Background: an optimization exercise with open tools, aiming at small area. Do not read the settings as production practice. Where RTL was checked, it was by simulation tests only, not by an equivalence proof against the original. The RTL of runs 4 and 5 was laid out without a check of its function. Power is estimated from default activity; no workload was simulated.

==> flow/design.v <==
package afu_pkg;
  localparam logic [1:0] FS_DEC  = 2'b00;
  localparam logic [1:0] FS_INC  = 2'b01;
  localparam logic [1:0] FS_LOAD = 2'b10;
  localparam logic [1:0] FS_CLR  = 2'b11;
  localparam logic [1:0] SEL_AR     = 2'b00;
  localparam logic [1:0] SEL_SP     = 2'b01;
  localparam logic [1:0] SEL_PCPAST = 2'b10;
  localparam logic [1:0] SEL_PC     = 2'b11;
  localparam int RS_PCPAST = 0;
  localparam int RS_SP     = 1;
  localparam int RS_AR     = 2;
  localparam int RS_PC     = 3;
endpackage
module nbit_reg
#(
  parameter int W = 8
) (
  input  logic         clock,
  input  logic         reset_n,
  input  logic         enable,
  input  logic [1:0]   funsel,
  input  logic [W-1:0] din,
  output logic [W-1:0] q
);
  logic         k_keep, k_cnt, k_load;
  logic [W-1:0] d;
  assign k_cnt  = reset_n && enable && !funsel[1];
  assign k_keep = reset_n && (!enable || !funsel[1]);
  assign k_load = reset_n && enable && (funsel == afu_pkg::FS_LOAD);
  afu_count_next #(.W(W)) u_next (
    .q(q), .up(funsel[0]), .k_cnt(k_cnt), .k_keep({W{k_keep}}),
    .k_load({W{k_load}}), .din(din), .d(d)
  );
  always_ff @(posedge clock) begin
    q <= d;
  end
endmodule
module afu_count_next
#(
  parameter int W = 8
) (
  input  logic [W-1:0] q,
  input  logic         up,
  input  logic         k_cnt,
  input  logic [W-1:0] k_keep,
  input  logic [W-1:0] k_load,
  input  logic [W-1:0] din,
  output logic [W-1:0] d
);
  logic [W-1:0] c;    
  logic [W-1:0] p;    
  logic [W-1:0] y;    
  assign c[0] = k_cnt;
  for (genvar i = 0; i < W; i++) begin : g_bit
    if (i % 2 == 0) begin : g_even
      if (i < W - 1) begin : g_p
        afu_xnor2 u_p (.a(q[i]), .b(up), .y(p[i]));
        afu_nand2 u_c (.a(c[i]), .b(p[i]), .y(c[i+1]));
      end else begin : g_nop
        assign p[i] = 1'b0;
      end
      afu_xor2 u_y (.a(q[i]), .b(c[i]), .y(y[i]));
    end else begin : g_odd
      if (i < W - 1) begin : g_p
        afu_xor2 u_p (.a(q[i]), .b(up), .y(p[i]));
        afu_nor2 u_c (.a(c[i]), .b(p[i]), .y(c[i+1]));
      end else begin : g_nop
        assign p[i] = 1'b0;
      end
      afu_xnor2 u_y (.a(q[i]), .b(c[i]), .y(y[i]));
    end
    afu_ao22 u_d (.a0(k_keep[i]), .b0(y[i]), .a1(k_load[i]), .b1(din[i]), .y(d[i]));
  end
endmodule
module afu_inv (
  input  logic a,
  output logic y
);
  assign y = !a;
endmodule
module afu_nand2 (
  input  logic a, b,
  output logic y
);
  assign y = !(a && b);
endmodule
module afu_nor2 (
  input  logic a, b,
  output logic y
);
  assign y = !(a || b);
endmodule
module afu_xor2 (
  input  logic a, b,
  output logic y
);
  assign y = a ^ b;
endmodule
module afu_xnor2 (
  input  logic a, b,
  output logic y
);
  assign y = !(a ^ b);
endmodule
module afu_ao22 (
  input  logic a0, b0, a1, b1,
  output logic y
);
  assign y = (a0 && b0) || (a1 && b1);
endmodule
module afu_oai22 (
  input  logic a0, b0, a1, b1,
  output logic y
);
  assign y = !((a0 || b0) && (a1 || b1));
endmodule
module afu_aoi222 (
  input  logic a0, b0, a1, b1, a2, b2,
  output logic y
);
  assign y = !((a0 && b0) || (a1 && b1) || (a2 && b2));
endmodule
module addr_fetch_unit
#(
  parameter int ADDR_W = 8,
  parameter int DATA_W = 8
) (
  input  logic                Clock,
  input  logic                Reset_n,
  input  logic [DATA_W-1:0]   ARF_In,
  input  logic [1:0]          ARF_OutASel,
  input  logic [1:0]          ARF_OutBSel,
  input  logic [1:0]          ARF_FunSel,
  input  logic [3:0]          ARF_RSel,
  input  logic [DATA_W-1:0]   Mem_Data,
  input  logic                Mem_WR,
  input  logic                Mem_CS,
  input  logic [1:0]          IR_Funsel,
  input  logic                IR_Enable,
  input  logic                IR_LH,
  output logic [DATA_W-1:0]   ARF_OutA,
  output logic [DATA_W-1:0]   ARF_OutB,
  output logic [DATA_W-1:0]   Mem_Out,
  output logic [2*DATA_W-1:0] IR_Out
);
  localparam int IR_W  = 2 * DATA_W;
  localparam int DEPTH = 2 ** ADDR_W;
  logic [DATA_W-1:0] pc, ar, sp, pc_past;
  logic [ADDR_W-1:0] mem_addr;
  logic [DATA_W-1:0] mem [DEPTH];
  logic [IR_W-1:0]   ir;
  nbit_reg #(.W(DATA_W)) u_pc (
    .clock(Clock), .reset_n(Reset_n), .enable(ARF_RSel[afu_pkg::RS_PC]),
    .funsel(ARF_FunSel), .din(ARF_In), .q(pc)
  );
  nbit_reg #(.W(DATA_W)) u_ar (
    .clock(Clock), .reset_n(Reset_n), .enable(ARF_RSel[afu_pkg::RS_AR]),
    .funsel(ARF_FunSel), .din(ARF_In), .q(ar)
  );
  nbit_reg #(.W(DATA_W)) u_sp (
    .clock(Clock), .reset_n(Reset_n), .enable(ARF_RSel[afu_pkg::RS_SP]),
    .funsel(ARF_FunSel), .din(ARF_In), .q(sp)
  );
  nbit_reg #(.W(DATA_W)) u_pc_past (
    .clock(Clock), .reset_n(Reset_n), .enable(ARF_RSel[afu_pkg::RS_PCPAST]),
    .funsel(ARF_FunSel), .din(ARF_In), .q(pc_past)
  );
  always_comb begin
    ARF_OutA = ar;
    case (ARF_OutASel)
      afu_pkg::SEL_AR:     ARF_OutA = ar;
      afu_pkg::SEL_SP:     ARF_OutA = sp;
      afu_pkg::SEL_PCPAST: ARF_OutA = pc_past;
      afu_pkg::SEL_PC:     ARF_OutA = pc;
      default:    ARF_OutA = ar;
    endcase
  end
  always_comb begin
    ARF_OutB = ar;
    case (ARF_OutBSel)
      afu_pkg::SEL_AR:     ARF_OutB = ar;
      afu_pkg::SEL_SP:     ARF_OutB = sp;
      afu_pkg::SEL_PCPAST: ARF_OutB = pc_past;
      afu_pkg::SEL_PC:     ARF_OutB = pc;
      default:    ARF_OutB = ar;
    endcase
  end
  assign mem_addr = ARF_OutB[ADDR_W-1:0];
  logic                         phase;
  logic [DEPTH-1:0]             row_en, row_hold, row_sel;
  logic [DATA_W-1:0]            rd_raw;     
  logic [DATA_W-1:0]            rd_data;    
  logic [DATA_W-1:0]            wr_x;       
  logic                         wr_en;
  logic [DEPTH-1:0][DATA_W-1:0] mem_d;
  always_ff @(posedge Clock) begin
    phase <= !phase;
  end
  afu_row_dec #(.ADDR_W(ADDR_W)) u_dec_wr (.addr(mem_addr), .sel(row_en));
  afu_row_dec #(.ADDR_W(ADDR_W)) u_dec_rd (.addr(mem_addr), .sel(row_sel));
  for (genvar r = 0; r < DEPTH; r++) begin : g_row
    afu_inv u_hold (.a(row_en[r]), .y(row_hold[r]));
    for (genvar c = 0; c < DATA_W; c++) begin : g_bit
      afu_oai22 u_next (
        .a0(row_hold[r]), .b0(wr_x[c]), .a1(row_en[r]), .b1(mem[r][c]),
        .y(mem_d[r][c])
      );
    end
  end
  for (genvar c = 0; c < DATA_W; c++) begin : g_rd
    logic [DEPTH-1:0] col;
    for (genvar r = 0; r < DEPTH; r++) begin : g_col
      assign col[r] = mem[r][c];
    end
    afu_rd_bit #(.N(DEPTH)) u_rd (.sel(row_sel), .d(col), .y(rd_raw[c]));
  end
  assign wr_en   = Reset_n && !Mem_CS && Mem_WR;
  assign rd_data = rd_raw ^ {DATA_W{phase}};
  assign wr_x    = wr_en ? (Mem_Data ^ {DATA_W{phase}}) : rd_raw;
  always_ff @(posedge Clock) begin
    for (int r = 0; r < DEPTH; r++) mem[r] <= mem_d[r];
  end
  assign Mem_Out = (!Mem_CS && !Mem_WR) ? rd_data : '0;
  logic [IR_W-1:0] ir_d;
  logic            ir_cnt, ir_ld, keep_lo, keep_hi, load_lo, load_hi;
  assign ir_cnt  = Reset_n && IR_Enable && !IR_Funsel[1];
  assign ir_ld   = IR_Enable && (IR_Funsel == afu_pkg::FS_LOAD);
  assign keep_lo = Reset_n && (!IR_Enable || !IR_Funsel[1] || (ir_ld && IR_LH));
  assign keep_hi = Reset_n && (!IR_Enable || !IR_Funsel[1] || (ir_ld && !IR_LH));
  assign load_lo = Reset_n && ir_ld && !IR_LH && !Mem_CS;
  assign load_hi = Reset_n && ir_ld && IR_LH && !Mem_CS;
  afu_count_next #(.W(IR_W)) u_ir_next (
    .q(ir), .up(IR_Funsel[0]), .k_cnt(ir_cnt),
    .k_keep({{DATA_W{keep_hi}}, {DATA_W{keep_lo}}}),
    .k_load({{DATA_W{load_hi}}, {DATA_W{load_lo}}}),
    .din({rd_data, rd_data}), .d(ir_d)
  );
  always_ff @(posedge Clock) begin
    ir <= ir_d;
  end
  assign IR_Out = ir;
endmodule
module afu_row_dec
#(
  parameter int ADDR_W = 8
) (
  input  logic [ADDR_W-1:0]    addr,
  output logic [2**ADDR_W-1:0] sel
);
  localparam int LO_W = ADDR_W / 2;
  localparam int HI_W = ADDR_W - LO_W;
  logic [2**LO_W-1:0] lo_n;
  logic [2**HI_W-1:0] hi_n;
  afu_predec #(.W(LO_W)) u_lo (.a(addr[LO_W-1:0]),      .y_n(lo_n));
  afu_predec #(.W(HI_W)) u_hi (.a(addr[ADDR_W-1:LO_W]), .y_n(hi_n));
  for (genvar h = 0; h < 2**HI_W; h++) begin : g_h
    for (genvar l = 0; l < 2**LO_W; l++) begin : g_l
      afu_nor2 u_nor (.a(hi_n[h]), .b(lo_n[l]), .y(sel[h*2**LO_W+l]));
    end
  end
endmodule
module afu_predec
#(
  parameter int W = 4
) (
  input  logic [W-1:0]    a,
  output logic [2**W-1:0] y_n
);
  logic [3:0] lo, hi;
  afu_dec2 u_lo (.a(a[1:0]), .y(lo));
  afu_dec2 u_hi (.a(a[3:2]), .y(hi));
  for (genvar h = 0; h < 4; h++) begin : g_h
    for (genvar l = 0; l < 4; l++) begin : g_l
      afu_nand2 u_nand (.a(hi[h]), .b(lo[l]), .y(y_n[4*h+l]));
    end
  end
endmodule
module afu_dec2 (
  input  logic [1:0] a,
  output logic [3:0] y
);
  logic [1:0] a_n;
  afu_inv u_inv0 (.a(a[0]), .y(a_n[0]));
  afu_inv u_inv1 (.a(a[1]), .y(a_n[1]));
  afu_nor2 u_y0 (.a(a[0]),   .b(a[1]),   .y(y[0]));
  afu_nor2 u_y1 (.a(a_n[0]), .b(a[1]),   .y(y[1]));
  afu_nor2 u_y2 (.a(a[0]),   .b(a_n[1]), .y(y[2]));
  afu_nor2 u_y3 (.a(a_n[0]), .b(a_n[1]), .y(y[3]));
endmodule
module afu_rd_bit
#(
  parameter int N = 256
) (
  input  logic [N-1:0] sel,
  input  logic [N-1:0] d,
  output logic         y
);
  localparam int G  = N / 3;           
  localparam int R  = N - 3 * G;       
  localparam int NG = G + (R > 0);
  logic [NG-1:0] g_n;
  for (genvar g = 0; g < G; g++) begin : g_aoi
    afu_aoi222 u_aoi (
      .a0(sel[3*g]), .b0(d[3*g]), .a1(sel[3*g+1]), .b1(d[3*g+1]),
      .a2(sel[3*g+2]), .b2(d[3*g+2]), .y(g_n[g])
    );
  end
  if (R == 1) begin : g_r1
    assign g_n[G] = !(sel[3*G] && d[3*G]);
  end else if (R == 2) begin : g_r2
    assign g_n[G] = !((sel[3*G] && d[3*G]) || (sel[3*G+1] && d[3*G+1]));
  end
  afu_or_n_tree #(.N(NG)) u_tree (.a_n(g_n), .y(y));
endmodule
module afu_or_n_tree
#(
  parameter int N = 86
) (
  input  logic [N-1:0] a_n,
  output logic         y
);
  assign y = !(&a_n);
endmodule
==> flow/flow/run.sh <==
#!/bin/bash
# Layout flow: the standard ORFS flow (standard.sh, unchanged synthesis,
# floorplan, power grid and tap cells) with two settings changed:
#  - the port buffers are the smallest buffer (buf_1) instead of ORFS's
#    default choice; the resizer may still upsize them for timing;
#  - clock tree synthesis runs without dummy loads (same clustering and
#    buffer list as config.mk gives).
# ORFS writes each step's full log under orfs/logs/; make's own output goes
# to standard.log in this folder.
set -euo pipefail
bash standard.sh \
  "BUFFER_PORTS_ARGS=-buffer_cell sky130_fd_sc_hd__buf_1" \
  "CTS_ARGS=-sink_clustering_enable -repair_clock_nets -dont_use_dummy_load -buf_list sky130_fd_sc_hd__clkbuf_16 -sink_clustering_size 25 -sink_clustering_max_diameter 80" \
  finish > standard.log 2>&1
==> flow/standard.sh <==
#!/bin/bash
# synth_recipe.tcl (not shown) runs the flow's synth.tcl, then flattens the netlist and writes it again
# the make line also repeats each setting of config.mk as NAME=value (left out here)
make -C /OpenROAD-flow-scripts/flow DESIGN_CONFIG=/design/flow/config.mk WORK_HOME=/design/flow/orfs CLKGATE_MAP_FILE= SYNTH_SCRIPT=/design/flow/synth_recipe.tcl "${@:-finish}"
==> flow/config.mk <==
export PLATFORM = sky130hd
export DESIGN_NAME = addr_fetch_unit
export DESIGN_NICKNAME = addr_fetch_unit
export VERILOG_FILES = /design/flow/design.v
export SDC_FILE = /design/flow/constraint.sdc
export NUM_CORES = 4
export LEC_CHECK = 0
export CAP_MARGIN = 10
export CORE_MARGIN = 2
export CORE_UTILIZATION = 60
export CTS_BUF_LIST = sky130_fd_sc_hd__clkbuf_16
export CTS_CLUSTER_DIAMETER = 80
export CTS_CLUSTER_SIZE = 25
export SETUP_SLACK_MARGIN = 0.5
export SLEW_MARGIN = 10
export SYNTH_HIERARCHICAL = 1
==> flow/constraint.sdc <==
create_clock -name core_clock -period 10.0 [get_ports {Clock}]
set_input_delay 2.0000 -clock core_clock [delete_from_list [all_inputs] [get_ports {Clock}]]
set_output_delay 2.0000 -clock core_clock [all_outputs]
set_load 0.01 [all_outputs]
==> run summary, run 1 <==
For this design the static power due to leakage is 26.0 nW. Leaving out fill and tap cells, the most frequent cells in the layout are 2097 x sky130_fd_sc_hd__dfxtp_1, 2048 x sky130_fd_sc_hd__o22ai_1, 680 x sky130_fd_sc_hd__a222oi_1. The total area of sequential cells came out at 0.0420 mm^2. The number of clock buffers added by TritonCTS is 94. After filler insertion, the fill cell instance count of the layout stands at 9036.

The switching fraction of total power came out at 32.7%. From synthesis to final layout, the design area changed by 8.79%. Across the VDD grid, the largest voltage drop is 421 uV. The number of rows created at floorplan came out at 124.

The depth of the worst register-to-register path came out at 14. Among cell families on the critical path, the largest total delay comes from simple AND/OR/NAND/NOR gates. The number of H-tree branching levels is 3.

The total clock sinks is 2097. The flow ran to the end and the layout has no timing, DRC or antenna violations. The buffer depth of the longest clock path came out at 3. For this design the ratio of total power to cell area is 219 mW/mm^2.

The post-detailed-route DRC marker count came out at 0. Setup repair after global routing left no endpoint under its margin. Prior to clock tree synthesis, the placed netlist has a worst setup slack of 0.105 ns.

The library cell used most frequently in the layout, excluding fill and tap cells, is sky130_fd_sc_hd__dfxtp_1. For the pin with the worst max-slew slack, the measured transition is 1.34 ns. The effective utilization at floorplan came out at 60.3%. In the final layout, the share of cells above drive strength 1 is 4.60%. The analysis attributes to net switching a power of 5.34 mW. The number of standard cells after synthesis came out at 6209. TritonCTS built the clock tree.

The number of global-route vias before repair is 56000. The total negative slack for setup checks came out at 0 ns. The type of the worst setup path is in2out. The relative contribution of combinational cells to total power came out at 18.9%.

The routed wire length is 249 mm. The count of state elements after synthesis is 2097. During placement, the flow inserted port buffers numbering 73. STA puts the critical path data arrival time at 7.52 ns. The share of the cycle needed by the critical path after routing is 95.2%.

The min-delay analysis places its worst path in the category reg2reg. Sequential elements use 61.1% of the synthesized area. Setup violations remaining at the end of the flow were counted as 0.

The final worst setup slack is 0.482 ns. The overall die height is 342 um. The tree is rooted in a sky130_fd_sc_hd__clkbuf_16. The first global-routing pass estimated 365 mm of wire. The DRC violation total after the first TritonRoute iteration is 11800. The overall die area is 0.117 mm^2.

The delay of the slowest cell on the worst path is 0.74 ns. The first detailed-routing pass ran for 11 iterations. The highest clock rate came out at 0.105 GHz.

Post-CTS timing repair inserted 0 buffers for setup. The worst hold path cell count came out at 1. The cell area after layout is 0.0747 mm^2. The share of total power dissipated in sequential elements is 55.2%. The required time of the critical path is 8.00 ns. After detailed routing, the average wire length per cell comes to 30.9 um. The clock-pin transition on the worst setup and hold timing paths came out at 0.09 ns. The combined global-route utilization of all metal layers came out at 40.6%. The clock latency reported for the late side of the worst-skew pair came out at 0.74 ns. The Yosys warning count came out at 10. The critical path depth came out at 17. The placer's final routability congestion estimate is 0.994.

The number of buffers and inverters on the critical path is 6. The portion of total power attributed to the clock network came out at 25.9%. Subtracting the final worst setup slack from the clock period gives 9.52 ns. The reported max-cap violation count is 0. The clock skew after layout is 0.0406 ns. The post-synthesis instance area came out at 0.0687 mm^2.

The total via count after detailed routing came out at 61600. Among the stages of the critical path, the cell type that occurs most often is sky130_fd_sc_hd__buf_4. The number of antenna violations at the first check in global routing is 11.

STA classifies the critical path endpoint as a primary output. The remaining global-route overflow is 0. The I/O pin count came out at 74. The ratio of routed vias to standard cells is 7.66.

The core utilization of the finished layout is 65.6%. The pin count of the biggest net entering global routing is 107. STA classifies the critical path startpoint as an input port. The internal cell power is 11.0 mW. The area of the core came out at 0.114 mm^2. The die is 342 um wide. The standard cell with the maximum stage delay on the critical path is sky130_fd_sc_hd__or4_1. Measured against its own limit, the worst slew margin works out to 10.1%.

Summing all multi-input logic gate instances after layout gives 0.0259 mm^2. The number of max-slew violations in the final report is 0. The worst hold slack across all endpoints came out at 0.451 ns. In this run the worst path has a maximum fanout of 8. The number of nets with antenna violations after routing is 0. The final net count came out at 6552. The final hold violation count is 0. The mean cell area of the mapped netlist is 11.1 um^2. The number of nets in the synthesized netlist is 6243. The signal on the critical path passes through clkbuf_2 > buf_4 > mux4_2 > inv_1 > nor2_1 > nand2_2 > buf_4 > nor2_1 > a222oi_1 > nand4_1 > nor4_2 > buf_4 > nand4_1 > or4_1 > xor2_1 > nor2b_1 > buf_1. Summed over all nets, the half-perimeter wirelength after detailed placement is 162 mm. In this run the cell area measured after placement is 0.0722 mm^2. The number of distinct library cells after synthesis is 28.
-- registers in the layout, indices dropped and copies added (netlist names) --
register     count
phase            1
ir              16
u_pc_past.q      8
mem           2048
u_pc.q           8
u_ar.q           8
u_sp.q           8
-- cell type report --
type,count,area share (%)
Tap cell,1512,2.53
Multi-Input combinational cell,3830,34.6
Inverter,274,1.38
Timing Repair Buffer,221,2.11
Sequential cell,2097,56.2
Clock buffer,94,3.15
Antenna cell,13,0.0435
-- cells in the mapped netlist --
library cell / instances / area share, %
sky130_fd_sc_hd__a21boi_0: 4 / 0.044
sky130_fd_sc_hd__a222oi_1: 680 / 9.9
sky130_fd_sc_hd__a22o_1: 48 / 0.61
sky130_fd_sc_hd__and3b_1: 1 / 0.013
sky130_fd_sc_hd__and3b_2: 4 / 0.058
sky130_fd_sc_hd__and4b_1: 4 / 0.058
sky130_fd_sc_hd__buf_1: 1 / 0.0055
sky130_fd_sc_hd__buf_12: 1 / 0.029
sky130_fd_sc_hd__buf_4: 2 / 0.022
sky130_fd_sc_hd__buf_6: 2 / 0.033
sky130_fd_sc_hd__clkbuf_1: 2 / 0.011
sky130_fd_sc_hd__dfxtp_1: 2097 / 61
sky130_fd_sc_hd__inv_1: 274 / 1.5
sky130_fd_sc_hd__mux2_4: 8 / 0.17
sky130_fd_sc_hd__mux4_2: 16 / 0.52
sky130_fd_sc_hd__nand2_1: 106 / 0.58
sky130_fd_sc_hd__nand2b_1: 1 / 0.0091
sky130_fd_sc_hd__nand4_1: 176 / 1.6
sky130_fd_sc_hd__nor2_1: 565 / 3.1
sky130_fd_sc_hd__nor2b_1: 9 / 0.082
sky130_fd_sc_hd__nor4_1: 34 / 0.31
sky130_fd_sc_hd__o21a_1: 2 / 0.022
sky130_fd_sc_hd__o22ai_1: 2048 / 19
sky130_fd_sc_hd__or2_1: 1 / 0.0091
sky130_fd_sc_hd__or4_1: 16 / 0.17
sky130_fd_sc_hd__xnor2_1: 48 / 0.61
sky130_fd_sc_hd__xor2_1: 58 / 0.74
sky130_fd_sc_hd__xor2_2: 1 / 0.024
-- metrics by stage --
step | total power, mW | instances
2_1_floorplan | 10.4 | 6209
3_3_place_gp | 12.1 | 7934
3_5_place_dp | 12.1 | 7934
4_1_cts | 16.2 | 8028
5_1_grt | 16.7 | 8028
6_report | 16.3 | 8041
-- timing repair --
action	CTS	global route
setup endpoints to repair	7	8
pin swaps	1	0
gates resized for setup	12	9
hold buffers	0	0
-- power groups by stage --
stage	combinational [mW]	sequential [mW]	clock (mW)
after floorplan	1.31	9.10	0
after global placement	2.91	9.20	0
after detailed placement	2.95	9.19	0
after CTS	2.95	9.00	4.24
after global routing	3.13	9.06	4.51
final	3.08	9.02	4.23
-- final timing paths --
kind	start	end	slack, ns
max	ARF_OutBSel[0]	Mem_Out[2]	0.48
min	mem[121][2]	mem[121][2]	0.45
max reg2reg	u_pc.q[6]	mem[198][2]	3.52
min reg2reg	mem[121][2]	mem[121][2]	0.45
-- modules after synthesis, one instance, submodules excluded, excerpt --
module	flops+latches	copies in the design	cell area, um^2	cells inside
afu_inv	0	272	3.75	1
afu_ao22	0	48	8.76	1
afu_nand2	0	88	3.75	1
afu_xnor2	0	48	8.76	1
afu_aoi222	0	680	10.0	1
afu_nor2	0	563	3.75	1
-- cell families after synthesis --
| logic type | after synthesis | share of synthesized area (%) |
|---|---|---|
| and+or+nand+nor | 917 | 5.98 |
| muxes | 24 | 0.699 |
| DFF | 2097 | 61.1 |
| AOI/OAI and AO/OA | 2782 | 29.2 |
| buffers and inverters | 282 | 1.60 |
| xor gates and xnor gates | 107 | 1.38 |
-- worst reg2reg max path: stages (launching register included) --
cell and delay, ns:
sky130_fd_sc_hd__dfxtp_1 0.37, sky130_fd_sc_hd__mux4_2 0.63, sky130_fd_sc_hd__inv_1 0.12, sky130_fd_sc_hd__nor2_1 0.09, sky130_fd_sc_hd__nand2_1 0.49, sky130_fd_sc_hd__nor2_1 0.32
sky130_fd_sc_hd__a222oi_1 0.54, sky130_fd_sc_hd__nand4_1 0.46, sky130_fd_sc_hd__nor4_2 0.60, sky130_fd_sc_hd__buf_4 0.21, sky130_fd_sc_hd__nand4_1 0.40, sky130_fd_sc_hd__or4_1 0.74
sky130_fd_sc_hd__mux2_8 0.60, sky130_fd_sc_hd__buf_12 0.37, sky130_fd_sc_hd__o22ai_1 0.46
-- layer usage --
layer  wire length (um)  global-route usage (%)  vias to the layer above  share of wire [%]
li1                   -                       -                    26800                  -
met1              97300                    56.3                    29600                 39
met2             104000                    58.0                     4337                 42
met3              32300                    10.8                      790                 13
met4              15000                    21.6                       12                6.0
met5                 89                       0                        -              0.036
==> run 2: changes to the inputs <==
--- a/flow/flow/run.sh
+++ b/flow/flow/run.sh
@@ -10,5 +10,5 @@
 set -euo pipefail
 bash standard.sh \
   "BUFFER_PORTS_ARGS=-buffer_cell sky130_fd_sc_hd__buf_1" \
-  "CTS_ARGS=-sink_clustering_enable -repair_clock_nets -dont_use_dummy_load -buf_list sky130_fd_sc_hd__clkbuf_16 -sink_clustering_size 25 -sink_clustering_max_diameter 80" \
+  "CTS_ARGS=-sink_clustering_enable -repair_clock_nets -dont_use_dummy_load -buf_list sky130_fd_sc_hd__clkbuf_16 -sink_clustering_size 30 -sink_clustering_max_diameter 90" \
   finish > standard.log 2>&1
--- a/flow/config.mk
+++ b/flow/config.mk
@@ -9,8 +9,8 @@
 export CORE_MARGIN = 2
 export CORE_UTILIZATION = 60
 export CTS_BUF_LIST = sky130_fd_sc_hd__clkbuf_16
-export CTS_CLUSTER_DIAMETER = 80
-export CTS_CLUSTER_SIZE = 25
+export CTS_CLUSTER_DIAMETER = 90
+export CTS_CLUSTER_SIZE = 30
 export SETUP_SLACK_MARGIN = 0.5
 export SLEW_MARGIN = 10
 export SYNTH_HIERARCHICAL = 1
==> run 2 against run 1 <==
Net effect: still clean; synthesized cell count is the same; routed wire length down 0.19%; worst setup slack better by 0.093 ns; global-route usage is 0.12 points lower; clock power fell by 7.3%; worst hold slack better by 0.0022 ns; register-to-register slack gained 0.02 ns; final cell count down 0.20%.
==> run summary, run 2 <==
The final worst setup slack came out at 0.576 ns (+0.0933 ns). The clock skew after layout came out at 0.0361 ns (-0.00457 ns). Ranked by instance count, the synthesized netlist is headed by 2097 x sky130_fd_sc_hd__dfxtp_1, 2048 x sky130_fd_sc_hd__o22ai_1, 680 x sky130_fd_sc_hd__a222oi_1. The most frequent standard cell in the layout excluding fill and tap cells is sky130_fd_sc_hd__dfxtp_1. The post-synthesis net count is 6243 (unchanged).

The largest register by flop count is mem. In the layout the commonest cells are 2097 x sky130_fd_sc_hd__dfxtp_1, 2048 x sky130_fd_sc_hd__o22ai_1, 680 x sky130_fd_sc_hd__a222oi_1. The largest registers in the layout are mem: 2048 flops, ir: 16 flops. The horizontal die dimension was 342 um (unchanged). The sequential element share of the synthesized area came to 61.1% (unchanged). The type of the worst setup path is in2out.

The leading register cell type out of synthesis is sky130_fd_sc_hd__dfxtp_1. The clock-pin transition on the worst setup and hold timing paths is 0.11 ns (+0.02 ns). The delay of the slowest cell on the worst path came out at 0.73 ns (about the same). The effective utilization at floorplan is 60.3% (unchanged).

The number of rows created at floorplan came out at 124 (unchanged). The routed wire length is 248 mm (-0.19%). The number of nets with antenna violations after routing was 0 (unchanged). The buffer depth of the longest clock path came to 3 (unchanged). The combined global-route utilization of all metal layers was 40.5% (-0.12 points). The depth of the worst register-to-register path is 13 (-1). The count of buffers from port buffering is 73 (unchanged). The count of state elements after synthesis came out at 2097 (unchanged).

The number of global-route vias before repair was 55900 (-0.13%). The half-perimeter wire length after detailed placement is 162 mm (unchanged). The overall die area was 0.117 mm^2 (unchanged).

The share of final-layout standard cells stronger than drive strength 1 is 4.38% (-0.22 points). The critical path goes through buf_1 > mux4_2 > nor2_1 > nand2_1 > nor2_1 > a222oi_1 > nand4_1 > nor4_2 > buf_4 > nand4_1 > or4_1 > xor2_1 > nor2b_1 > buf_1. Yosys attributes the largest share of cell area to sky130_fd_sc_hd__dfxtp_1 61%, sky130_fd_sc_hd__o22ai_1 19%, sky130_fd_sc_hd__a222oi_1 9.9%.

The final net count was 6537 (-0.23%). The total clock sinks is 2097 (unchanged). The global-route wire length before repair is 363 mm (-0.36%). The remaining global-route overflow came to 0 (unchanged). The post-detailed-route DRC marker count is 0 (unchanged). The I/O pin count is 74 (unchanged). The fraction of synthesis flops using an asynchronous set or reset pin came out at 0% (unchanged). The worst hold path belongs to the class reg2reg. Summed over all instances, the cell type with the most area after synthesis is sky130_fd_sc_hd__dfxtp_1. The number of standard cells after synthesis is 6209 (unchanged).

The total negative slack for setup checks is 0 ns (unchanged). The mean cell area of the mapped netlist came to 11.1 um^2 (unchanged). The top cell type's share of synthesized area came out at 61.1% (unchanged). TritonCTS built the clock tree. The library cell with the highest instance count after synthesis is sky130_fd_sc_hd__dfxtp_1.

Setup repair after global routing left no endpoint under its margin. The maximum vdd ir drop came out at 424 uV (+0.58%). The number of antenna violations at the first check in global routing is 14 (+3). The cell at the root of the clock tree is sky130_fd_sc_hd__clkbuf_16. The number of buffer and inverter instances along the worst setup path came to 3 (-3).

The total CTS buffers came to 79 (-16%). The first-pass detailed-route iteration total was 14 (+3). The count of hold-fix buffers inserted at cts came to 0 (unchanged). The final setup violation count is 0 (unchanged). The standard cell with the maximum stage delay on the critical path is sky130_fd_sc_hd__or4_1. The area overhead of the layout relative to synthesis came out at 8.24%. The worst hold path cell count came out at 1 (unchanged). The post-synthesis instance area is 0.0687 mm^2 (unchanged). The area of the core came out at 0.114 mm^2 (unchanged). The slew at the pin closest to its max-slew limit came to 1.31 ns (-0.0355 ns). The reported max-cap violation count came out at 0 (unchanged).

The routed wirelength normalized by instance count is 30.9 um (about the same). The DRC violation total after the first TritonRoute iteration is 11900 (+0.36%). The critical path capture point type is a primary output. The placer's final routability congestion estimate was 0.994 (unchanged).

The largest fanout on the critical path came out at 8 (unchanged). The critical path depth is 14 (-3). The relative slew slack is 12.5% (+2.4 points). The final hold violation count came to 0 (unchanged). The Yosys warning count came out at 10 (unchanged). The number of enable-type register cells in the synthesized netlist is 0 (unchanged). The number of distinct library cells after synthesis came out at 28 (unchanged). The clock latency reported for the late side of the worst-skew pair was 0.72 ns (-0.02 ns). The ratio of routed vias to standard cells came out at 7.68 (+0.18%). The cell family contributing the most delay on the critical path is simple AND/OR/NAND/NOR gates. The leakage dissipation came to 25.8 nW (-0.71%). The flip-flop count of the largest register after layout is 2048 (unchanged). The pin count of the biggest net entering global routing is 107 (unchanged). The worst setup path is launched from an input port. The power per cell area is 215 mW/mm^2 (-1.4%). The endpoint arrival time on the critical path came out at 7.42 ns (-0.10 ns). The clock period minus worst slack is 9.42 ns (-0.0933 ns). The total via count after detailed routing was 61600 (-0.018%). The pre-CTS setup slack came out at 0.105 ns (unchanged). The number of max-slew violations in the final report was 0 (unchanged). The flow ran to the end and the layout has no timing, DRC or antenna violations. The required time of the critical path came to 8.00 ns (about the same). The number of H-tree branching levels came out at 3 (unchanged).

The core utilization of the finished layout came out at 65.3% (-0.33 points). The highest clock rate came out at 0.106 GHz (+0.99%). The share of the cycle needed by the critical path after routing is 94.2% (-0.93 points). The overall die height came out at 342 um (unchanged). The worst hold slack across all endpoints came to 0.454 ns (+0.00224 ns).
## run 2: cell counts after synthesis
Identical to the previous run, type by type.
## run 2: Yosys stat by module, one instance, submodules excluded, excerpt
module / flops+latches / copies in the design / cell area [um^2] / cells
afu_xnor2: 0 / 48 / 8.76 / 1
afu_aoi222: 0 / 680 / 10.0 / 1
afu_ao22: 0 / 48 / 8.76 / 1
addr_fetch_unit: 2065 / 1 / 42200 / 2135
afu_nor2: 0 / 563 / 3.75 / 1
afu_xor2: 0 / 43 / 8.76 / 1
afu_oai22: 0 / 2048 / 6.26 / 1
afu_nand2: 0 / 88 / 3.75 / 1
afu_inv: 0 / 272 / 3.75 / 1
## run 2: final timing paths
path / start / to / slack (ns)
max reg2reg: u_pc_past.q[5] / mem[204][2] / 3.54
min: mem[102][1] / mem[102][1] / 0.45
min reg2reg: mem[102][1] / mem[102][1] / 0.45
max: ARF_OutBSel[1] / Mem_Out[2] / 0.58
## run 2: cell type report
type / count / area (um^2)
Inverter: 274 / 1030
Tap cell: 1512 / 1890
Timing Repair Buffer: 221 / 1580
Sequential cell: 2097 / 42000
Fill cell: 9093 / 39500
Multi-Input combinational cell: 3830 / 25900
Clock buffer: 79 / 1980
Antenna cell: 12 / 30.0
## run 2: report_power, final
group	leakage, nW	internal [mW]	switching, mW
clock	0.974	1.44	2.48
combinational	5.70	0.547	2.53
sequential	19.1	8.76	0.264
## run 2: cell families (layout without fill, tap and decap cells)
logic type             count (synthesis)  count (layout)  synth area share [%]
AO/OA/AOI/OAI                       2782            2782                  29.2
XOR/XNOR                             107             107                  1.38
flip-flops                          2097            2097                  61.1
AND/OR/NAND/NOR                      917             917                  5.98
other                                  0              12                     0
multiplexers                          24              24                 0.699
buffers and inverters                282             574                  1.60
## run 2: through the flow
stage | total power [mW] | std cells | cell area, um^2
2_1_floorplan | 10.4 | 6209 | 68700
3_3_place_gp | 12.1 | 7934 | 72200
3_5_place_dp | 12.1 | 7934 | 72200
4_1_cts | 15.9 | 8013 | 74300
5_1_grt | 16.4 | 8013 | 74300
6_report | 16.0 | 8025 | 74400
## run 2: worst reg2reg max path, delay by kind of cell (launching register included)
family | cells | cell delay, ns
compound gates | 2 | 0.96
simple gates | 7 | 3.30
mux | 2 | 1.23
flops | 1 | 0.38
buf+inv | 2 | 0.50
## run 2: repair_timing
| item | in CTS | in global routing |
|---|---|---|
| gates resized for setup | 12 | 9 |
| setup buffers | 0 | 0 |
| endpoints found under the setup margin | 7 | 8 |
| pin swaps | 1 | 3 |
| cloned | 0 | 0 |
## run 2: routing by layer
layer  track usage, %  routed length [um]  part of all wire [%]
met1             56.2               97000                    39
met2             57.8              103000                    42
met3             10.5               32500                    13
met4             21.7               15600                   6.3
met5                0                  76                 0.031
==> run 3: changes to the inputs <==
==> flow/config.mk (replaced) <==
export PLATFORM = sky130hd
export DESIGN_NAME = addr_fetch_unit
export DESIGN_NICKNAME = addr_fetch_unit
export VERILOG_FILES = /design/flow/design.v
export SDC_FILE = /design/flow/constraint.sdc
export NUM_CORES = 4
export LEC_CHECK = 0
export CAP_MARGIN = 5
export CORE_MARGIN = 2
export CORE_UTILIZATION = 66
export CTS_BUF_LIST = sky130_fd_sc_hd__clkbuf_16
export CTS_CLUSTER_DIAMETER = 90
export CTS_CLUSTER_SIZE = 30
export SETUP_SLACK_MARGIN = 0.5
export SLEW_MARGIN = 5
export SYNTH_HIERARCHICAL = 1
==> run 3 against run 2 <==
Net effect: largest power group unchanged; first-iteration DRC count increased by 5.8%; critical path type unchanged; still clean; routed wire length decreased by 2.3%; synthesized area unchanged; final cell count is 2.1% lower; sequential power barely moved; global-route usage grew 2.8 points; clock skew is essentially flat; worst hold slack gained 0.0015 ns.
==> run summary, run 3 <==
The reported max-cap violation count is 0 (unchanged). The cell at the root of the clock tree is sky130_fd_sc_hd__clkbuf_16. The final setup violation count came to 0 (unchanged).

Setup repair after global routing left no endpoint under its margin. The leakage dissipation was 25.5 nW (-1.1%). The clock-pin transition on the worst setup and hold timing paths came to 0.11 ns (about the same).

The kind of path behind the tightest hold check is reg2reg. The clock latency reported for the late side of the worst-skew pair came out at 0.73 ns (about the same). The combined global-route utilization of all metal layers came to 43.3% (+2.8 points).

The sequential share of power is 56.9% (+0.6 points). The relative contribution of combinational cells to total power came out at 18.4% (-0.8 points). The area overhead of the layout relative to synthesis came out at 7.33%. In the layout the commonest cells are 2097 x sky130_fd_sc_hd__dfxtp_1, 2048 x sky130_fd_sc_hd__o22ai_1, 680 x sky130_fd_sc_hd__a222oi_1. The count of state elements after synthesis is 2097 (unchanged). The overall die height was 327 um (-4.6%). The number of nets with antenna violations after routing is 0 (unchanged). The buffer depth of the longest clock path came out at 3 (unchanged). The placement-stage cell area was 0.0717 mm^2 (-0.71%). The clock period minus worst slack is 9.37 ns (-0.0499 ns). For this run, the leading register cell type out of synthesis is sky130_fd_sc_hd__dfxtp_1. The slew at the pin closest to its max-slew limit was 1.39 ns (+0.0786 ns). The final hold violation count was 0 (unchanged). The number of enable-type register cells in the synthesized netlist was 0 (unchanged). The largest registers in the layout are mem: 2048 flops, ir: 16 flops. The ratio of routed vias to standard cells came out at 7.89 (+2.8%).

The flip-flop count of the largest register after layout is 2048 (unchanged). The placer's final routability congestion estimate came to 1.02 (+2.2%). The fraction of synthesis flops using an asynchronous set or reset pin came out at 0% (unchanged).

Traced cell by cell, the critical path runs through clkbuf_2 > mux4_2 > inv_1 > nor2_1 > nand2_1 > nor2_1 > a222oi_1 > nand4_1 > nor4_1 > buf_4 > nand4_1 > or4_1 > xor2_1 > nor2b_1 > buf_1. The run finished with no timing, DRC or antenna violations. The worst setup path is launched from an input port. The number of H-tree branching levels came to 3 (unchanged). The number of filler cells placed in the layout came out at 7590 (-17%).

The core utilization of the finished layout was 71.3% (+6.1 points). The switching component of the power is 5.21 mW (-1.3%). The share of final-layout standard cells stronger than drive strength 1 came out at 3.61% (-0.78 points). The remaining global-route overflow is 0 (unchanged). The cell area after layout came out at 0.0737 mm^2 (-0.84%).

The mean cell area of the mapped netlist is 11.1 um^2 (unchanged). The total negative slack for setup checks is 0 ns (unchanged). The commonest cells after synthesis are 2097 x sky130_fd_sc_hd__dfxtp_1, 2048 x sky130_fd_sc_hd__o22ai_1, 680 x sky130_fd_sc_hd__a222oi_1. The total via count after detailed routing came to 62000 (+0.62%). The worst hold slack across all endpoints came to 0.455 ns (+0.00151 ns). In this run the top signal layer used is met5. The met1 wire length is 92.8 mm (-4.3%).

The final net count is 6497 (-0.61%). The I/O pin count came out at 74 (unchanged). The maximum vdd ir drop came out at 399 uV (-5.9%).

The number of standard cells after synthesis was 6209 (unchanged). The DRC violation total after the first TritonRoute iteration is 12500 (+5.8%). The post-detailed-route DRC marker count came to 0 (unchanged). The top cell type's share of synthesized area came out at 61.1% (unchanged). The total clock sinks came out at 2097 (unchanged). The routed wire length is 243 mm (-2.3%). The highest clock rate is 0.107 GHz (+0.53%). The internal cell power came out at 10.6 mW (-1.0%). The overall die area came out at 0.107 mm^2 (-9.0%). The cell taking the most area after synthesis is sky130_fd_sc_hd__dfxtp_1. The library cell used most frequently in the layout, excluding fill and tap cells, is sky130_fd_sc_hd__dfxtp_1.

The switching fraction of total power is 32.9% (-0.047 points). The share of the cycle needed by the critical path after routing came out at 93.7% (-0.50 points). The relative slew slack came out at 7.31% (-5.2 points). The critical path capture point type is a primary output. The area of the core is 0.103 mm^2 (-9.2%). The required time of the critical path came out at 8.00 ns (about the same). The effective utilization at floorplan came out at 66.5% (+6.1 points).

The count of buffers from port buffering is 73 (unchanged). Counting flops per register, the top entry is mem. The pin count of the biggest net entering global routing is 150 (+40%). The total CTS buffers was 79 (unchanged). The largest fanout on the critical path came out at 16 (+8).

The routed length on met2 is 98.6 mm (-4.5%). The horizontal die dimension came to 327 um (-4.6%). The first-pass detailed-route iteration total is 13 (-1). The half-perimeter wire length after detailed placement is 155 mm (-4.3%). The post-synthesis net count came out at 6243 (unchanged). TritonCTS built the clock tree.

The number of antenna violations at the first check in global routing came out at 10 (-4). sky130_fd_sc_hd__dfxtp_1 is the most common cell in the netlist. The critical path is of the in2out type. The post-synthesis instance area is 0.0687 mm^2 (unchanged). The number of distinct library cells after synthesis is 28 (unchanged). The sequential element share of the synthesized area came to 61.1% (unchanged).

The met3 wire length is 37.1 mm (+14%). The clock skew after layout was 0.0358 ns (-0.000246 ns). The Yosys warning count is 10 (unchanged). The portion of total power attributed to the clock network came to 24.6% (+0.2 points). The power per cell area is 215 mW/mm^2 (-0.28%). The endpoint arrival time on the critical path came out at 7.37 ns (-0.05 ns). The number of max-slew violations in the final report came out at 0 (unchanged). The total chip power is 15.8 mW (-1.1%).

The routed wirelength normalized by instance count came out at 30.9 um (-0.15%). The number of global-route vias before repair is 56000 (+0.21%). The delay of the slowest cell on the worst path came out at 0.70 ns (-0.03 ns). For this design, the slowest cell found on the critical path is sky130_fd_sc_hd__or4_1.

After synthesis, the cell types taking the most area are sky130_fd_sc_hd__dfxtp_1 61%, sky130_fd_sc_hd__o22ai_1 19%, sky130_fd_sc_hd__a222oi_1 9.9%. The global-route wire length before repair is 357 mm (-1.7%). The number of rows created at floorplan came out at 118 (-4.8%).
## run 3: cell count changes in the layout (fill, tap and decap cells not counted)
cell / change
sky130_fd_sc_hd__buf_12: -3
sky130_fd_sc_hd__nor4_4: -4
sky130_fd_sc_hd__nand2_1: +4
sky130_fd_sc_hd__buf_6: -1
sky130_fd_sc_hd__buf_4: -36
sky130_fd_sc_hd__nand2_4: -4
sky130_fd_sc_hd__nor4_1: +8
sky130_fd_sc_hd__nor4_2: -4
## run 3: final cells by class
cell class / count / area [um^2] / share of cell area (%)
Sequential cell: 2097 / 42000 / 56.9
Clock buffer: 79 / 1980 / 2.68
Antenna cell: 12 / 30.0 / 0.0407
Tap cell: 1380 / 1730 / 2.34
Inverter: 274 / 1030 / 1.39
Timing Repair Buffer: 181 / 1240 / 1.68
Multi-Input combinational cell: 3830 / 25800 / 34.9
## run 3: logic make-up after synthesis
group | synth area share (%)
flops | 61.1
xor+xnor | 1.38
mux | 0.699
buf+inv | 1.60
simple gates | 5.98
compound gates | 29.2
## run 3: what timing repair did
item                                    4_1_cts  5_1_grt
buffers inserted                              0        0
hold buffers                                  0        0
endpoints found under the setup margin        5        7
resized for setup                             2        3
pin swaps                                     0        0
## run 3: power by group through the flow
stage / clock network (mW) / logic, mW / registers, mW
2_1_floorplan: 0 / 1.31 / 9.10
3_3_place_gp: 0 / 2.73 / 9.19
3_5_place_dp: 0 / 2.77 / 9.18
4_1_cts: 3.89 / 2.77 / 9.00
5_1_grt: 4.17 / 2.93 / 9.05
6_report: 3.90 / 2.92 / 9.02
## run 3: critical path, delay by kind of cell
family | cells | cell delay, ns
and+or+nand+nor | 8 | 3.14
buffers and inverters | 4 | 0.74
xor gates and xnor gates | 1 | 0.29
AOI/OAI and AO/OA | 1 | 0.51
muxes | 1 | 0.67
## run 3: final timing paths
| path | to | cells past startpoint | start | slack (ns) |
|---|---|---|---|---|
| worst max-delay path | Mem_Out[7] | 15 | ARF_OutBSel[0] | 0.63 |
| worst min-delay path | mem[53][7] | 1 | mem[53][7] | 0.46 |
| worst max register to register | mem[182][7] | 14 | u_pc_past.q[5] | 3.48 |
| worst min register to register | mem[53][7] | 1 | mem[53][7] | 0.46 |
## run 3: Yosys stat by module, one instance, submodules excluded, a selection
module | copies in the design | area [um^2] | cells
afu_inv | 272 | 3.75 | 1
afu_nor2 | 563 | 3.75 | 1
afu_aoi222 | 680 | 10.0 | 1
afu_xnor2 | 48 | 8.76 | 1
afu_ao22 | 48 | 8.76 | 1
afu_nand2 | 88 | 3.75 | 1
afu_xor2 | 43 | 8.76 | 1
afu_oai22 | 2048 | 6.26 | 1
addr_fetch_unit | 1 | 42200 | 2135
## run 3: per-stage QoR
stage / setup WS (ns) / instances
final: 0.626 / 7853
after global routing: 0.627 / 7841
after CTS: 0.570 / 7841
after detailed placement: 0.115 / 7762
after global placement: 0.134 / 7762
after floorplan: 2.65 / 6209
## run 3: metal layers
layer	vias to the layer above	GRT usage (%)
met5	-	0
met2	4857	60.9
li1	26700	-
met3	848	12.6
met4	10	21.3
met1	29600	60.9
==> run 4: changes to the inputs <==
--- a/flow/design.v
+++ b/flow/design.v
@@ -109,12 +109,6 @@
 );
   assign y = (a0 && b0) || (a1 && b1);
 endmodule
-module afu_oai22 (
-  input  logic a0, b0, a1, b1,
-  output logic y
-);
-  assign y = !((a0 || b0) && (a1 || b1));
-endmodule
 module afu_aoi222 (
   input  logic a0, b0, a1, b1, a2, b2,
   output logic y
@@ -187,39 +181,35 @@
     endcase
   end
   assign mem_addr = ARF_OutB[ADDR_W-1:0];
-  logic                         phase;
-  logic [DEPTH-1:0]             row_en, row_hold, row_sel;
-  logic [DATA_W-1:0]            rd_raw;     
-  logic [DATA_W-1:0]            rd_data;    
-  logic [DATA_W-1:0]            wr_x;       
+  localparam int COL_W = 2;
+  localparam int WPR   = 2 ** COL_W;       
+  localparam int ROW_W = ADDR_W - COL_W;
+  localparam int ROWS  = 2 ** ROW_W;
+  logic [ROWS-1:0]              row_sel;
+  logic [WPR-1:0][DATA_W-1:0]   row_data, row_d;
+  logic [WPR-1:0]               wr_word;
+  logic [DATA_W-1:0]            rd_data;
   logic                         wr_en;
-  logic [DEPTH-1:0][DATA_W-1:0] mem_d;
-  always_ff @(posedge Clock) begin
-    phase <= !phase;
-  end
-  afu_row_dec #(.ADDR_W(ADDR_W)) u_dec_wr (.addr(mem_addr), .sel(row_en));
-  afu_row_dec #(.ADDR_W(ADDR_W)) u_dec_rd (.addr(mem_addr), .sel(row_sel));
-  for (genvar r = 0; r < DEPTH; r++) begin : g_row
-    afu_inv u_hold (.a(row_en[r]), .y(row_hold[r]));
-    for (genvar c = 0; c < DATA_W; c++) begin : g_bit
-      afu_oai22 u_next (
-        .a0(row_hold[r]), .b0(wr_x[c]), .a1(row_en[r]), .b1(mem[r][c]),
-        .y(mem_d[r][c])
-      );
+  afu_row_dec #(.ADDR_W(ROW_W)) u_dec (.addr(mem_addr[ADDR_W-1:COL_W]), .sel(row_sel));
+  for (genvar w = 0; w < WPR; w++) begin : g_word
+    for (genvar c = 0; c < DATA_W; c++) begin : g_rd
+      logic [ROWS-1:0] col;
+      for (genvar k = 0; k < ROWS; k++) begin : g_col
+        assign col[k] = mem[WPR*k+w][c];
+      end
+      afu_rd_bit #(.N(ROWS)) u_rd (.sel(row_sel), .d(col), .y(row_data[w][c]));
     end
-  end
-  for (genvar c = 0; c < DATA_W; c++) begin : g_rd
-    logic [DEPTH-1:0] col;
-    for (genvar r = 0; r < DEPTH; r++) begin : g_col
-      assign col[r] = mem[r][c];
-    end
-    afu_rd_bit #(.N(DEPTH)) u_rd (.sel(row_sel), .d(col), .y(rd_raw[c]));
+    assign wr_word[w] = wr_en && (mem_addr[COL_W-1:0] == COL_W'(w));
+    assign row_d[w]   = wr_word[w] ? Mem_Data : row_data[w];
   end
   assign wr_en   = Reset_n && !Mem_CS && Mem_WR;
-  assign rd_data = rd_raw ^ {DATA_W{phase}};
-  assign wr_x    = wr_en ? (Mem_Data ^ {DATA_W{phase}}) : rd_raw;
+  assign rd_data = row_data[mem_addr[COL_W-1:0]];
   always_ff @(posedge Clock) begin
-    for (int r = 0; r < DEPTH; r++) mem[r] <= mem_d[r];
+    for (int k = 0; k < ROWS; k++) begin
+      if (row_sel[k]) begin
+        for (int w = 0; w < WPR; w++) mem[WPR*k+w] <= row_d[w];
+      end
+    end
   end
   assign Mem_Out = (!Mem_CS && !Mem_WR) ? rd_data : '0;
   logic [IR_W-1:0] ir_d;
@@ -267,10 +257,17 @@
   input  logic [W-1:0]    a,
   output logic [2**W-1:0] y_n
 );
-  logic [3:0] lo, hi;
+  localparam int NH = 2 ** (W - 2);
+  logic [3:0]    lo;
+  logic [NH-1:0] hi;
   afu_dec2 u_lo (.a(a[1:0]), .y(lo));
-  afu_dec2 u_hi (.a(a[3:2]), .y(hi));
-  for (genvar h = 0; h < 4; h++) begin : g_h
+  if (W == 4) begin : g_hi2
+    afu_dec2 u_hi (.a(a[3:2]), .y(hi));
+  end else begin : g_hi1
+    afu_inv u_hi (.a(a[2]), .y(hi[0]));
+    assign hi[1] = a[2];
+  end
+  for (genvar h = 0; h < NH; h++) begin : g_h
     for (genvar l = 0; l < 4; l++) begin : g_l
       afu_nand2 u_nand (.a(hi[h]), .b(lo[l]), .y(y_n[4*h+l]));
     end
--- a/flow/flow/run.sh
+++ b/flow/flow/run.sh
@@ -10,5 +10,5 @@
 set -euo pipefail
 bash standard.sh \
   "BUFFER_PORTS_ARGS=-buffer_cell sky130_fd_sc_hd__buf_1" \
-  "CTS_ARGS=-sink_clustering_enable -repair_clock_nets -dont_use_dummy_load -buf_list sky130_fd_sc_hd__clkbuf_16 -sink_clustering_size 30 -sink_clustering_max_diameter 90" \
+  "CTS_ARGS=-sink_clustering_enable -repair_clock_nets -dont_use_dummy_load -buf_list sky130_fd_sc_hd__clkbuf_16 -sink_clustering_size 25 -sink_clustering_max_diameter 80" \
   finish > standard.log 2>&1
==> flow/config.mk (replaced) <==
export PLATFORM = sky130hd
export DESIGN_NAME = addr_fetch_unit
export DESIGN_NICKNAME = addr_fetch_unit
export VERILOG_FILES = /design/flow/design.v
export SDC_FILE = /design/flow/constraint.sdc
export NUM_CORES = 4
export LEC_CHECK = 0
export CAP_MARGIN = 10
export CORE_MARGIN = 2
export CORE_UTILIZATION = 60
export CTS_BUF_LIST = sky130_fd_sc_hd__clkbuf_16
export CTS_CLUSTER_DIAMETER = 80
export CTS_CLUSTER_SIZE = 25
export SETUP_SLACK_MARGIN = 0.5
export SLEW_MARGIN = 10
export SYNTH_HIERARCHICAL = 1
==> run 4 against run 3 <==
Net effect: worst hold slack gained 0.16 ns; worst setup slack gained 0.076 ns; synthesized area grew 7.9%; non-clock buffer count grew 175; total power grew 8.4%; sequential share of layout area grew 19 points; clock-buffer cell count grew 16; core utilization shrank 4.2 points; register-to-register slack gained 1.1 ns; largest cell class unchanged.
==> run summary, run 4 <==
The worst hold path terminates at ir[15]. The final setup violation count came out at 0 (unchanged). The effective utilization at floorplan came out at 60.7% (-5.8 points). The delay of the slowest cell on the worst path came to 0.80 ns (+0.10 ns). The worst setup path is captured at a primary output. The highest clock rate is 0.108 GHz (+0.82%).

The first-pass detailed-route iteration total came out at 10 (-3). Setup repair after global routing left no endpoint under its margin. The switching component of the power came out at 4.18 mW (-20%). The share of final-layout standard cells stronger than drive strength 1 came out at 13.8% (+10 points). The number of distinct library cells after synthesis is 37 (+32%). The largest register by flop count is mem. The clock latency reported for the late side of the worst-skew pair is 0.71 ns (-0.02 ns).

Broken down by cell family, the worst path's largest delay share belongs to simple AND/OR/NAND/NOR gates. The horizontal die dimension came out at 355 um (+8.8%). The placer's final routability congestion estimate came out at 0.867 (-15%). The post-synthesis instance area came out at 0.0741 mm^2 (+7.9%).

The cell area after layout came out at 0.0821 mm^2 (+11%). The slew at the pin closest to its max-slew limit came out at 1.32 ns (-0.0704 ns). The Yosys warning count is 9 (-1). The endpoint arrival time on the critical path was 7.30 ns (-0.07 ns).

The number of buffer and inverter instances along the worst setup path came to 5 (+1). The I/O pin count came out at 74 (unchanged). In this run the critical register-to-register path is captured at mem[226][1]. The sequential share of power came to 63.8% (+6.9 points). The relative slew slack is 11.4% (+4.1 points). STA classifies the critical path startpoint as an input port. The final hold violation count came out at 0 (unchanged). The clock period minus worst slack came to 9.30 ns (-0.0764 ns). The number of instances resized during post-cts repair is 5 (+3).

The number of H-tree branching levels was 3 (unchanged). The root buffer cell chosen for the clock tree is sky130_fd_sc_hd__clkbuf_16. The DRC violation total after the first TritonRoute iteration came out at 7321 (-42%).

The buffers inserted during post-CTS setup optimization is 0 (unchanged). The TritonCTS clock tree is built. The standard cell with the maximum stage delay on the critical path is sky130_fd_sc_hd__nor4_1.

The overall die height came out at 355 um (+8.8%). The final net count is 3917 (-40%). The count of buffers from port buffering came out at 73 (unchanged). The switching fraction of total power is 24.3% (-8.6 points). The routed wire length came to 178 mm (-26%). The startpoint of the lowest-slack hold path is ir[15].

The top cell type's share of synthesized area came out at 83.0% (+22 points). The pin count of the biggest net entering global routing is 65 (-57%). The worst hold path cell count came out at 2 (+1). The area of the core came out at 0.122 mm^2 (+18%). The core utilization of the finished layout came out at 67.2% (-4.2 points).

The clock skew after layout is 0.0447 ns (+0.00889 ns). The most used flip-flop cell after synthesis is sky130_fd_sc_hd__edfxtp_1. The leakage dissipation is 25.1 nW (-1.6%).

The total chip power is 17.2 mW (+8.4%). The depth of the worst register-to-register path is 12 (-2). The worst hold slack across all endpoints is 0.615 ns (+0.160 ns). The largest registers in the layout are mem: 2048 flops, ir: 16 flops.

The combined global-route utilization of all metal layers came out at 28.0% (-15 points). The non-filler instance count after layout is 5508 (-30%). The number of max-slew violations in the final report came to 0 (unchanged). The area overhead of the layout relative to synthesis is 10.7%. The post-synthesis net count came out at 3471 (-44%). The fraction of synthesis flops using an asynchronous set or reset pin came out at 0% (unchanged).

The share of the cycle needed by the critical path after routing came out at 93.0% (-0.76 points). The number of antenna violations at the first check in global routing is 2 (-8). The largest fanout on the critical path came out at 15 (-1).

The half-perimeter wire length after detailed placement was 112 mm (-28%). The number of nets with antenna violations after routing came out at 0 (unchanged). The routed wirelength normalized by instance count came out at 32.4 um (+4.8%).

The flow ran to the end and the layout has no timing, DRC or antenna violations. The tightest min-delay check is of the reg2reg type. The buffer depth of the longest clock path is 3 (unchanged). The maximum vdd ir drop came to 152 uV (-62%). The total clock sinks is 2096 (-0.048%). The number of enable-type register cells in the synthesized netlist is 2048 (+2048). The total CTS buffers came out at 95 (+20%).

The clock-pin transition on the worst setup and hold timing paths was 0.10 ns (about the same). The required time of the critical path came to 8.00 ns (about the same). The number of instances in the placed design is 5411 (-30%). The number of standard cells after synthesis came out at 3437 (-45%). The critical register-to-register path startpoint is u_pc.q[3].

The flip-flop count of the largest register after layout came out at 2048 (unchanged). The count of state elements after synthesis is 2096 (-0.048%). The mean cell area of the mapped netlist was 21.6 um^2 (+95%).

The library cell used most frequently in the layout, excluding fill and tap cells, is sky130_fd_sc_hd__edfxtp_1. The total via count after detailed routing is 39400 (-37%). Walking the worst path, the cells encountered are clkdlybuf4s15_1 > mux4_2 > inv_1 > nor2_1 > nand2_1 > nor2_4 > a222oi_1 > nand4_1 > nor4_1 > buf_4 > nand4_1 > mux2i_1 > buf_4 > o22ai_2 > buf_1. The critical path is of the in2out type. The sequential element share of the synthesized area is 84.3% (+23 points). In the post-synthesis netlist, the cell with the most instances is sky130_fd_sc_hd__edfxtp_1.

The count of hold-fix buffers inserted at cts came out at 0 (unchanged). Leaving out fill and tap cells, the most frequent cells in the layout are 2048 x sky130_fd_sc_hd__edfxtp_1, 672 x sky130_fd_sc_hd__a222oi_1, 232 x sky130_fd_sc_hd__buf_4. The ratio of routed vias to standard cells came to 7.15 (-9.5%). The power per cell area is 209 mW/mm^2 (-2.6%). The remaining global-route overflow is 0 (unchanged). The total negative slack for setup checks came to 0 ns (unchanged). The pre-CTS setup slack came out at 0.384 ns (+0.269 ns). The number of filler cells placed in the layout is 7913 (+4.3%). The reg-to-reg setup timing slack was 4.53 ns (+1.05 ns). The final worst setup slack came to 0.702 ns (+0.0764 ns). The cell taking the most area after synthesis is sky130_fd_sc_hd__edfxtp_1. After synthesis, the most frequently instantiated cells are 2048 x sky130_fd_sc_hd__edfxtp_1, 672 x sky130_fd_sc_hd__a222oi_1, 160 x sky130_fd_sc_hd__nand4_1.

The number of rows created at floorplan came out at 128 (+8.5%). The relative contribution of combinational cells to total power came out at 12.0% (-6.4 points). The number of global-route vias before repair is 38500 (-31%).

The portion of total power attributed to the clock network is 24.2% (-0.4 points). The global-route wire length before repair is 260 mm (-27%). The internal cell power came to 13.0 mW (+22%).

The post-detailed-route DRC marker count was 0 (unchanged). The reported max-cap violation count is 0 (unchanged). The placement-stage cell area is 0.0796 mm^2 (+11%). By area the synthesized netlist is led by sky130_fd_sc_hd__edfxtp_1 83%, sky130_fd_sc_hd__a222oi_1 9.1%, sky130_fd_sc_hd__nand4_1 1.4%. The overall die area came out at 0.126 mm^2 (+18%).
## run 4: cell families (layout without fill, tap and decap cells)
group	Yosys count	in the layout	synth area share [%]
flops	2096	2096	84.3
compound gates	738	738	9.94
simple gates	418	418	3.12
xor+xnor	91	91	1.08
mux	78	78	1.46
buf+inv	16	460	0.140
other cells	0	2	0
## run 4: worst max-delay path by stage
| stage | slack [ns] | depth (start not counted) | from | end |
|---|---|---|---|---|
| after CTS | 0.56 | 15 | ARF_OutBSel[0] | Mem_Out[6] |
| after floorplan | 1.37 | 10 | ARF_OutBSel[0] | Mem_Out[0] |
| after global routing | 0.58 | 15 | ARF_OutBSel[0] | Mem_Out[6] |
| after detailed placement | 0.38 | 16 | ARF_OutBSel[0] | Mem_Out[4] |
| after global placement | -0.12 | 16 | ARF_OutBSel[0] | Mem_Out[6] |
| final | 0.70 | 15 | ARF_OutBSel[0] | Mem_Out[1] |
## run 4: power by group through the flow
stage / clock [mW] / sequential (mW) / combinational (mW)
after detailed placement: 0 / 11.2 / 2.08
final: 4.15 / 11.0 / 2.06
after global routing: 4.50 / 11.0 / 2.21
after CTS: 4.22 / 11.0 / 2.08
after floorplan: 0 / 11.1 / 0.951
after global placement: 0 / 11.2 / 1.98
## run 4: layout make-up
type | count | area [um^2] | share of cell area (%)
Timing Repair Buffer | 356 | 3030 | 3.69
Tap cell | 1625 | 2030 | 2.48
Antenna cell | 2 | 5.00 | 0.00610
Clock buffer | 95 | 2380 | 2.90
Multi-Input combinational cell | 1325 | 12100 | 14.8
Inverter | 9 | 33.8 | 0.0412
Sequential cell | 2096 | 62500 | 76.1
## run 4: layer usage
metal / vias to the layer above / routed length (um) / GRT usage [%]
met5: - / 0 / 0
met4: 0 / 4770 / 7.17
met3: 201 / 12800 / 2.86
met2: 1836 / 87100 / 45.5
met1: 20600 / 73700 / 41.4
li1: 16700 / - / -
## run 4: tightest hold or removal path, cell delays in order (launching register included)
cell and delay [ns]:
sky130_fd_sc_hd__dfxtp_1 0.34, sky130_fd_sc_hd__xnor2_1 0.14, sky130_fd_sc_hd__a22o_1 0.12
## run 4: Yosys stat by module, one instance, submodules excluded, excerpt
module	flip-flops and latches	area, um^2	times used
afu_ao22	0	8.76	48
afu_aoi222	0	10.0	672
afu_xor2	0	8.76	43
afu_inv	0	3.75	6
afu_nand2	0	3.75	40
afu_xnor2	0	8.76	48
afu_nor2	0	3.75	91
addr_fetch_unit	2064	63300	1
==> run 5: changes to the inputs <==
--- a/flow/design.v
+++ b/flow/design.v
@@ -109,6 +109,12 @@
 );
   assign y = (a0 && b0) || (a1 && b1);
 endmodule
+module afu_oa22 (
+  input  logic a0, b0, a1, b1,
+  output logic y
+);
+  assign y = (a0 || b0) && (a1 || b1);
+endmodule
 module afu_aoi222 (
   input  logic a0, b0, a1, b1, a2, b2,
   output logic y
@@ -185,12 +191,24 @@
   localparam int WPR   = 2 ** COL_W;       
   localparam int ROW_W = ADDR_W - COL_W;
   localparam int ROWS  = 2 ** ROW_W;
-  logic [ROWS-1:0]              row_sel;
+  logic [ROWS-1:0]              row_sel, row_hold;
   logic [WPR-1:0][DATA_W-1:0]   row_data, row_d;
   logic [WPR-1:0]               wr_word;
   logic [DATA_W-1:0]            rd_data;
   logic                         wr_en;
+  logic [DEPTH-1:0][DATA_W-1:0] mem_d;
   afu_row_dec #(.ADDR_W(ROW_W)) u_dec (.addr(mem_addr[ADDR_W-1:COL_W]), .sel(row_sel));
+  for (genvar k = 0; k < ROWS; k++) begin : g_row
+    afu_inv u_hold (.a(row_sel[k]), .y(row_hold[k]));
+    for (genvar w = 0; w < WPR; w++) begin : g_word
+      for (genvar c = 0; c < DATA_W; c++) begin : g_bit
+        afu_oa22 u_next (
+          .a0(row_hold[k]), .b0(row_d[w][c]), .a1(row_sel[k]), .b1(mem[WPR*k+w][c]),
+          .y(mem_d[WPR*k+w][c])
+        );
+      end
+    end
+  end
   for (genvar w = 0; w < WPR; w++) begin : g_word
     for (genvar c = 0; c < DATA_W; c++) begin : g_rd
       logic [ROWS-1:0] col;
@@ -205,11 +223,7 @@
   assign wr_en   = Reset_n && !Mem_CS && Mem_WR;
   assign rd_data = row_data[mem_addr[COL_W-1:0]];
   always_ff @(posedge Clock) begin
-    for (int k = 0; k < ROWS; k++) begin
-      if (row_sel[k]) begin
-        for (int w = 0; w < WPR; w++) mem[WPR*k+w] <= row_d[w];
-      end
-    end
+    for (int i = 0; i < DEPTH; i++) mem[i] <= mem_d[i];
   end
   assign Mem_Out = (!Mem_CS && !Mem_WR) ? rd_data : '0;
   logic [IR_W-1:0] ir_d;
==> run 5 against run 4 <==
Net effect: flip-flop and latch count did not move; via count grew 47%; register-to-register slack lost 0.68 ns; synthesized area down 3.1%; core utilization fell by 0.059 points; first-iteration DRC count is 33% higher; clock power rose by 3%; critical path type unchanged; sequential share of layout area fell by 23 points; routed wire length increased by 33%; non-clock buffer count shrank 1.
==> run summary, run 5 <==
The share of the cycle needed by the critical path after routing came out at 95.3% (+2.3 points). The area of the core came out at 0.118 mm^2 (-3.1%). The overall die area is 0.122 mm^2 (-3.1%). The count of hold-fix buffers inserted at cts was 0 (unchanged). The reported max-cap violation count came to 0 (unchanged). The ratio of routed vias to standard cells came out at 7.62 (+6.7%). In the post-synthesis netlist, the biggest area contributors are sky130_fd_sc_hd__dfxtp_1 58%, sky130_fd_sc_hd__o22a_1 25%, sky130_fd_sc_hd__a222oi_1 9.4%.

The switching fraction of total power came to 32.9% (+8.5 points). The placer's final routability congestion estimate was 0.894 (+3.1%). The routed wirelength normalized by instance count came out at 31.2 um (-3.7%).

The Yosys warning count is 10 (+1). The kind of path behind the tightest hold check is reg2reg. Among all stages on the critical path, the largest delay is contributed by sky130_fd_sc_hd__mux4_2. The relative contribution of combinational cells to total power came out at 21.7% (+9.7 points). The required time of the critical path came to 8.00 ns (about the same).

The largest fanout on the critical path is 20 (+5). The pin count of the biggest net entering global routing came out at 66 (+1.5%). The final setup violation count came to 0 (unchanged).

The non-filler instance count after layout is 7596 (+38%). The global-route wire length before repair is 349 mm (+34%). STA classifies the critical path startpoint as an input port. The clock-pin transition on the worst setup and hold timing paths was 0.07 ns (-0.03 ns).

More flip-flops sit in one register than any other, and that register is mem. The number of instances in the placed design is 7497 (+39%). The maximum vdd ir drop is 189 uV (+24%).

The switching component of the power was 5.89 mW (+41%). Walking the worst path, the cells encountered are clkdlybuf4s15_1 > mux4_2 > inv_1 > nor2_1 > nand2_1 > buf_4 > nor2_4 > buf_4 > a222oi_1 > nand4_1 > nor4_2 > buf_4 > nand4_1 > mux2i_1 > o22ai_2 > buf_1. The run finished with no timing, DRC or antenna violations. The total via count after detailed routing came to 57900 (+47%). The number of antenna violations at the first check in global routing came out at 14 (+12). The routed wire length is 237 mm (+33%). The number of distinct library cells after synthesis came out at 37 (unchanged). The count of buffers from port buffering came out at 73 (unchanged). The type of the worst setup path is in2out.
==> run 5: cell count changes after synthesis, sizes merged <==
cell | previous run | this run
inv | 9 | 73
edfxtp | 2048 | 0
dfxtp | 48 | 2096
o22a | 0 | 2048
==> run 5: per-module statistics from Yosys, one instance, submodules excluded, a selection <==
module / copies in the design / flip-flops and latches / cells inside / cell area [um^2]
addr_fetch_unit: 1 / 2064 / 2189 / 42800
afu_aoi222: 672 / 0 / 1 / 10.0
afu_xor2: 43 / 0 / 1 / 8.76
afu_ao22: 48 / 0 / 1 / 8.76
afu_xnor2: 48 / 0 / 1 / 8.76
afu_inv: 70 / 0 / 1 / 3.75
afu_nor2: 91 / 0 / 1 / 3.75
afu_nand2: 40 / 0 / 1 / 3.75
==> run 5: power groups by stage <==
stage | Combinational [mW] | Clock (mW) | Sequential [mW]
floorplan | 2.00 | 0 | 9.82
global placement | 3.69 | 0 | 9.92
detailed placement | 3.76 | 0 | 9.95
CTS | 3.78 | 4.30 | 9.76
global route | 4.01 | 4.59 | 9.87
finish | 3.90 | 4.26 | 9.78
==> run 5: final cells by class <==
| cell class | instances | area share (%) |
|---|---|---|
| Antenna cell | 4 | 0.0126 |
| Sequential cell | 2096 | 52.8 |
| Inverter | 73 | 0.345 |
| Timing Repair Buffer | 355 | 3.57 |
| Multi-Input combinational cell | 3373 | 37.8 |
| Tap cell | 1600 | 2.52 |
| Clock buffer | 95 | 2.99 |
==> run 5: path summary, 6_finish.rpt <==
kind,startpoint,slack (ns),end,cells past startpoint
worst min-delay path,mem[103][0],0.48,mem[103][0],1
worst max-delay path,ARF_OutBSel[0],0.47,Mem_Out[3],16
worst max register to register,u_pc.q[3],3.85,mem[135][3],15
worst min register to register,mem[103][0],0.48,mem[103][0],1
==> run 5: through the flow <==
| stage | setup WS, ns | hold slack, ns | total power, mW |
|---|---|---|---|
| after detailed placement | 0.276 | 0.464 | 13.7 |
| after CTS | 0.587 | 0.483 | 17.8 |
| final | 0.473 | 0.482 | 17.9 |
| after global routing | 0.502 | 0.493 | 18.5 |
| after global placement | 0.249 | 0.456 | 13.6 |
| after floorplan | 1.76 | 0.449 | 11.8 |
==> run 5: kinds of logic (layout without fill, tap and decap cells) <==
group                     after synthesis  count (layout)  share of synthesized area, %
DFF                                  2096            2096                          58.4
xor gates and xnor gates               91              91                          1.11
other                                   0               4                             0
and+or+nand+nor                       418             418                          3.22
AOI/OAI and AO/OA                    2786            2786                          35.2
buffers and inverters                  80             523                         0.479
muxes                                  78              78                          1.50
==> run 5: what timing repair did <==
action                                  4_1_cts  5_1_grt
endpoints found under the hold margin         0        0
buffers inserted                              0        0
gates resized for setup                       3        4
endpoints found under the setup margin        3        2
==> run 5: layer usage <==
metal,GRT usage [%],wire (um)
met5,0,69
met2,56.6,103000
met1,52.9,100000
met4,16.2,11200
met3,5.69,21900
==> run 5: worst reg2reg max path: cells and delay by family (launching register included) <==
| kind | cells | cell delay [ns] |
|---|---|---|
| muxes | 2 | 1.23 |
| DFF | 1 | 0.37 |
| and+or+nand+nor | 6 | 2.23 |
| buffers and inverters | 5 | 1.37 |
| AOI/OAI and AO/OA | 2 | 0.84 |
